From an optimization exercise on the open Yosys and OpenROAD flow, aimed at small area, a short achievable clock period and few clock cycles per item; shortcuts taken in it are not production practice.
At most, simulation tests tie the RTL to the original design; equivalence was not proved.
Power and IR drop assume default switching activity.

==> flow/design.v (excerpt) <==
module framed_target_stepper_sequencer #(
    parameter int STEP_WIDTH = 12
) (
    input  logic        aclk,
    input  logic        aresetn,
    input  logic        s_tvalid,
    output logic        s_tready,
    input  logic [7:0]  s_tdata,
    input  logic        s_tuser,
    output logic        m_tvalid,
    input  logic        m_tready,
    output logic [7:0]  m_tdata,
    input  logic        cfg_valid,
    output logic        cfg_ready,
    input  logic [2:0]  cfg_index,
    input  logic [21:0] cfg_wdata
);
    logic rst_q;
    always_ff @(posedge aclk) rst_q <= !aresetn;
    logic [7:0]  ox, oy;
    logic [21:0] sx, sy;
    logic [11:0] lim;
    logic [15:0] hx, hy;
    logic [17:0] pt;
    logic        cfg_rdy;
    logic [2:0]  cfg_idx_q;
    assign cfg_ready = cfg_rdy;
    always_ff @(posedge aclk) begin
        cfg_rdy   <= aresetn && cfg_valid && !cfg_rdy;
        cfg_idx_q <= cfg_index;
    end
    logic [21:0] wd_lo, wd_hi;
    logic [7:0]  cfg_we;
    assign wd_lo = cfg_wdata & ~{22{rst_q}};
    assign wd_hi = cfg_wdata | {22{rst_q}};
    function automatic logic [21:0] wd_rst(logic [21:0] rv, logic [21:0] lo, logic [21:0] hi);
        wd_rst = (rv & hi) | (~rv & lo);
    endfunction
    logic [21:0] d_ox, d_oy, d_sx, d_sy, d_lim, d_hx, d_hy, d_pt;
    assign d_ox  = wd_rst(22'(ftss_pkg::RST_ORIGIN_X), wd_lo, wd_hi);
    assign d_oy  = wd_rst(22'(ftss_pkg::RST_ORIGIN_Y), wd_lo, wd_hi);
    assign d_sx  = wd_rst(ftss_pkg::RST_SCALE_X, wd_lo, wd_hi);
    assign d_sy  = wd_rst(ftss_pkg::RST_SCALE_Y, wd_lo, wd_hi);
    assign d_lim = wd_rst(22'(ftss_pkg::RST_STEP_LIMIT), wd_lo, wd_hi);
    assign d_hx  = wd_rst(22'(ftss_pkg::RST_HALF_PERIOD_X), wd_lo, wd_hi);
    assign d_hy  = wd_rst(22'(ftss_pkg::RST_HALF_PERIOD_Y), wd_lo, wd_hi);
    assign d_pt  = wd_rst(22'(ftss_pkg::RST_PAUSE_TICKS), wd_lo, wd_hi);
    always_comb begin
        for (int k = 0; k < 8; k++) cfg_we[k] = rst_q || (cfg_rdy && cfg_idx_q == 3'(k));
    end
    always_ff @(posedge aclk) begin
        if (cfg_we[0]) ox  <= d_ox[7:0];
        if (cfg_we[1]) oy  <= d_oy[7:0];
        if (cfg_we[2]) sx  <= d_sx;
        if (cfg_we[3]) sy  <= d_sy;
        if (cfg_we[4]) lim <= d_lim[11:0];
        if (cfg_we[5]) hx  <= d_hx[15:0];
        if (cfg_we[6]) hy  <= d_hy[15:0];
  ...
Size in the first run: ~1,500 cells after synthesis, about 250 flip-flops, about 50 I/O pins, ~0.015 mm^2 of cells after synthesis.
Settings: LEC_CHECK=0, CAP_MARGIN=20, CORE_MARGIN=2, CORE_UTILIZATION=40, SLEW_MARGIN=20, BUFFER_PORTS_ARGS=-buffer_cell sky130_fd_sc_hd__buf_2, SETUP_SLACK_MARGIN=8.0; clock period 11.0 ns.
standard.sh (not shown) runs the stock make flow with config.mk's settings and CLKGATE_MAP_FILE= SYNTH_SCRIPT=/design/flow/synth_recipe.tcl, a recipe that flattens the netlist after the stock synthesis.
==> flow/flow/run.sh <==
#!/bin/bash
# Standard ORFS layout, with plain buffers (not delay buffers) on the ports.
set -euo pipefail
cfg=${FLOW_CONFIG:-config.mk}
cat flow/extra.mk >> "$cfg"
bash standard.sh finish > std_flow.log 2>&1
==> flow/flow/extra.mk <==
export BUFFER_PORTS_ARGS = -buffer_cell sky130_fd_sc_hd__buf_2
export SETUP_SLACK_MARGIN = 8.0
Then changed:
--- a/flow/design.v
+++ b/flow/design.v
@@ -225,26 +225,26 @@
     logic [7:0] dx, dy;
     logic       bx, by;
     ftss_bk_add #(.W(8)) u_dx (.a(tx), .b(~ox), .cin(1'b1), .sum(dx), .cout(bx));
     ftss_bk_add #(.W(8)) u_dy (.a(ty), .b(~oy), .cin(1'b1), .sum(dy), .cout(by));
     logic        bitx, bity;
     logic [21:0] accx, accy, sumx, sumy;
     logic        cox, coy;
     assign accx = {nx, c1[9:0]};
     assign accy = {ny, sl[9:0]};
     logic        bxq, byq, bxq_n, byq_n;
     assign bitx = bxq;
     assign bity = byq;
-    ftss_ks_add #(.W(22)) u_mx (.a(accx), .b({22{bitx}} & sx), .cin(1'b0), .sum(sumx), .cout(cox));
-    ftss_ks_add #(.W(22)) u_my (.a(accy), .b({22{bity}} & sy), .cin(1'b0), .sum(sumy), .cout(coy));
+    ftss_bk_add #(.W(22)) u_mx (.a(accx), .b({22{bitx}} & sx), .cin(1'b0), .sum(sumx), .cout(cox));
+    ftss_bk_add #(.W(22)) u_my (.a(accy), .b({22{bity}} & sy), .cin(1'b0), .sum(sumy), .cout(coy));
     logic [13:0] px, py;
     logic        gx, gy;
     assign px = accx[21:8];
     assign py = accy[21:8];
     ftss_bk_add #(.W(14)) u_lx (.a({2'b00, lim}), .b(~px), .cin(1'b1), .sum(), .cout(gx));
     ftss_bk_add #(.W(14)) u_ly (.a({2'b00, lim}), .b(~py), .cin(1'b1), .sum(), .cout(gy));
     logic       out_v, skid_v;
     logic [5:0] out_r, skid_r;
     logic       out_fire;
     assign out_fire = out_v && m_tready;
     assign m_tvalid = out_v;
     assign m_tdata  = {2'b00, out_r};
Clock skew hardly moves.
Worst setup slack got worse by 0.013 ns.
Via count decreases by about 5.4%.
Utilization increases by 2.9 points.
Wire length decreases by about 3.5%.
Sequential power barely changes.
Fmax decreases by 0.40%.
Combinational power increases by 65%.
First-iteration DRC count decreases by about 7.5%.
Global-route usage decreases by 0.37 points.
Total power increases by 14%.
Sequential share of layout area decreases by 1.3 points.
Register-to-register slack got worse by 0.32 ns.
Function was not checked in any run of this note: the RTL went through the layout flow alone.

========
Another version of the RTL of framed_target_stepper_sequencer (not shown whole).
Size: ~1400 cells after synthesis, ~240 flip-flops, about 0.015 mm^2 of cells after synthesis.
## framed_target_stepper_sequencer
module framed_target_stepper_sequencer #(
    parameter int STEP_WIDTH = 12
) (
    input  logic        aclk,
    input  logic        aresetn,
    input  logic        s_tvalid,
    output logic        s_tready,
    input  logic [7:0]  s_tdata,
    input  logic        s_tuser,
    output logic        m_tvalid,
    input  logic        m_tready,
    output logic [7:0]  m_tdata,
    input  logic        cfg_valid,
    output logic        cfg_ready,
    input  logic [2:0]  cfg_index,
    input  logic [21:0] cfg_wdata
);
export LEC_CHECK = 0
export CAP_MARGIN = 20
export CORE_MARGIN = 2
export CORE_UTILIZATION = 40
export CTS_CLUSTER_DIAMETER = 90
export CTS_CLUSTER_SIZE = 28
export PLACE_DENSITY = 0.72
export SLEW_MARGIN = 20
export BUFFER_PORTS_ARGS = -buffer_cell sky130_fd_sc_hd__buf_2
export SETUP_SLACK_MARGIN = 7.7
create_clock -name core_clock -period 11.0 [get_ports {aclk}]
==> flow/flow/run.sh <==
#!/bin/bash
# Standard ORFS layout (the standard.sh, standard synthesis), with two changes
# read from flow/extra.mk: plain buf_2 port buffers instead of delay buffers, and a
# larger setup slack margin so that repair_timing works below the 11 ns clock.
# The make output goes to std_flow.log; each ORFS step logs under orfs/logs.
set -euo pipefail
cfg=${FLOW_CONFIG:-config.mk}
cat flow/extra.mk >> "$cfg"
bash standard.sh finish > std_flow.log 2>&1
==> flow/flow/extra.mk <==
export BUFFER_PORTS_ARGS = -buffer_cell sky130_fd_sc_hd__buf_2
export SETUP_SLACK_MARGIN = 7.7
Testbench counts at the start, summed over its fixed seeds: cycles 160,236, items 160,000.
Change:
--- a/flow/design.v
+++ b/flow/design.v
@@ -73,49 +73,20 @@
         for (int d = L - 2; d >= 0; d--) begin
             for (int i = 3 * (1 << d) - 1; i < N; i += (2 << d)) begin
                 g[i] = g[i] | (p[i] & g[i - (1 << d)]);
                 p[i] = p[i] & p[i - (1 << d)];
             end
         end
     end
     assign sum  = hp ^ g[W-1:0];
     assign cout = g[W];
 endmodule
-module ftss_sk_add #(
-    parameter int W = 8
-) (
-    input  logic [W-1:0] a,
-    input  logic [W-1:0] b,
-    input  logic         cin,
-    output logic [W-1:0] sum,
-    output logic         cout
-);
-    localparam int N = W + 1;
-    localparam int L = (N > 16) ? 5 : (N > 8) ? 4 : (N > 4) ? 3 : 2;
-    logic [W-1:0] hp;
-    logic [N-1:0] g, p;
-    assign hp = a ^ b;
-    always_comb begin
-        g = {a & b, cin};
-        p = {hp, 1'b0};
-        for (int k = 0; k < L; k++) begin
-            for (int i = 0; i < N; i++) begin
-                if (((i >> k) & 1) == 1) begin
-                    g[i] = g[i] | (p[i] & g[((i >> k) << k) - 1]);
-                    p[i] = p[i] & p[((i >> k) << k) - 1];
-                end
-            end
-        end
-    end
-    assign sum  = hp ^ g[W-1:0];
-    assign cout = g[W];
-endmodule
 module framed_target_stepper_sequencer #(
     parameter int STEP_WIDTH = 12
 ) (
     input  logic        aclk,
     input  logic        aresetn,
     input  logic        s_tvalid,
     output logic        s_tready,
     input  logic [7:0]  s_tdata,
     input  logic        s_tuser,
     output logic        m_tvalid,
@@ -129,36 +100,36 @@
     logic rst_q;
     always_ff @(posedge aclk) rst_q <= !aresetn;
     logic [7:0]  ox, oy;
     logic [21:0] sx, sy;
     logic [11:0] lim;
     logic [15:0] hx, hy;
     logic [17:0] pt;
     assign cfg_ready = 1'b1;
     logic [21:0] wd_lo, wd_hi;
     logic [7:0]  cfg_we;
-    assign wd_lo = cfg_wdata & {22{aresetn}};
-    assign wd_hi = cfg_wdata | {22{!aresetn}};
+    assign wd_lo = cfg_wdata & ~{22{rst_q}};
+    assign wd_hi = cfg_wdata | {22{rst_q}};
     function automatic logic [21:0] wd_rst(logic [21:0] rv, logic [21:0] lo, logic [21:0] hi);
         wd_rst = (rv & hi) | (~rv & lo);
     endfunction
     logic [21:0] d_ox, d_oy, d_sx, d_sy, d_lim, d_hx, d_hy, d_pt;
     assign d_ox  = wd_rst(22'(ftss_pkg::RST_ORIGIN_X), wd_lo, wd_hi);
     assign d_oy  = wd_rst(22'(ftss_pkg::RST_ORIGIN_Y), wd_lo, wd_hi);
     assign d_sx  = wd_rst(ftss_pkg::RST_SCALE_X, wd_lo, wd_hi);
     assign d_sy  = wd_rst(ftss_pkg::RST_SCALE_Y, wd_lo, wd_hi);
     assign d_lim = wd_rst(22'(ftss_pkg::RST_STEP_LIMIT), wd_lo, wd_hi);
     assign d_hx  = wd_rst(22'(ftss_pkg::RST_HALF_PERIOD_X), wd_lo, wd_hi);
     assign d_hy  = wd_rst(22'(ftss_pkg::RST_HALF_PERIOD_Y), wd_lo, wd_hi);
     assign d_pt  = wd_rst(22'(ftss_pkg::RST_PAUSE_TICKS), wd_lo, wd_hi);
     always_comb begin
-        for (int k = 0; k < 8; k++) cfg_we[k] = !aresetn || (cfg_valid && cfg_index == 3'(k));
+        for (int k = 0; k < 8; k++) cfg_we[k] = rst_q || (cfg_valid && cfg_index == 3'(k));
     end
     always_ff @(posedge aclk) begin
         if (cfg_we[0]) ox  <= d_ox[7:0];
         if (cfg_we[1]) oy  <= d_oy[7:0];
         if (cfg_we[2]) sx  <= d_sx;
         if (cfg_we[3]) sy  <= d_sy;
         if (cfg_we[4]) lim <= d_lim[11:0];
         if (cfg_we[5]) hx  <= d_hx[15:0];
         if (cfg_we[6]) hy  <= d_hy[15:0];
         if (cfg_we[7]) pt  <= d_pt[17:0];
@@ -250,22 +221,22 @@
     ftss_bk_add #(.W(8)) u_dx (.a(tx), .b(~ox), .cin(1'b1), .sum(dx), .cout(bx));
     ftss_bk_add #(.W(8)) u_dy (.a(ty), .b(~oy), .cin(1'b1), .sum(dy), .cout(by));
     logic        bitx, bity;
     logic [21:0] accx, accy, sumx, sumy;
     logic        cox, coy;
     assign accx = {nx, c1[9:0]};
     assign accy = {ny, sl[9:0]};
     logic        bxq, byq, bxq_n, byq_n;
     assign bitx = bxq;
     assign bity = byq;
-    ftss_sk_add #(.W(22)) u_mx (.a(accx), .b({22{bitx}} & sx), .cin(1'b0), .sum(sumx), .cout(cox));
-    ftss_sk_add #(.W(22)) u_my (.a(accy), .b({22{bity}} & sy), .cin(1'b0), .sum(sumy), .cout(coy));
+    ftss_ks_add #(.W(22)) u_mx (.a(accx), .b({22{bitx}} & sx), .cin(1'b0), .sum(sumx), .cout(cox));
+    ftss_ks_add #(.W(22)) u_my (.a(accy), .b({22{bity}} & sy), .cin(1'b0), .sum(sumy), .cout(coy));
     logic [13:0] px, py;
     logic        gx, gy;
     assign px = accx[21:8];
     assign py = accy[21:8];
     ftss_bk_add #(.W(14)) u_lx (.a({2'b00, lim}), .b(~px), .cin(1'b1), .sum(), .cout(gx));
     ftss_bk_add #(.W(14)) u_ly (.a({2'b00, lim}), .b(~py), .cin(1'b1), .sum(), .cout(gy));
     logic       out_v, skid_v;
     logic [5:0] out_r, skid_r;
     logic       out_fire;
     assign out_fire = out_v && m_tready;
Hold slack gets worse by 0.0078 ns.
Global-route usage hardly moves.
Worst setup slack got worse by 0.0056 ns.
Via count rose by a few percent.
Power falls by a few percent.
Clock skew falls by 0.011 ns.
Wire length grows by a few percent.
Die area rose by a few percent.
Final cell count came out higher by a few percent.
Synthesized cell count climbs by a few percent.
Testbench counts after the change, summed over its fixed seeds: cycles 160,236, items 160,000.

-- what the ideal ports hide --
Ports are ideal in the flow. The routed layouts listed here were re-timed in OpenROAD. Step 1 assumes that a clkbuf_16 drives the clock port and a buf_2 every other input. Step 2 adds t to the input delays and takes it off the output delays; t is the mean of the earliest and latest rising clock arrival at the registers after step 1. Input paths then give back, and output paths get back, about the clock's delay inside the block. Three values: ideal, step 1, step 2; two values: the first two.
run | shift t [ns] | setup slack, ns | worst data-port slew with drivers (ns) | pins driven straight from the clock port
the first run of note 1 | 0.582 | 7.726 / 7.676 / 7.798 | 0.07 | 1
the second run of note 1 | 0.603 | 7.713 / 7.662 / 7.761 | 0.03 | 1
the first run of note 2 | 0.554 | 7.777 / 7.726 / 7.291 | 0.05 | 1
the second run of note 2 | 0.536 | 7.771 / 7.725 / 7.315 | 0.04 | 1
After both steps every run listed still meets setup and hold. For the first run of note 2, which loses most, drivers alone change the setup slack by -0.051 ns; drivers and shift together by -0.486 ns.
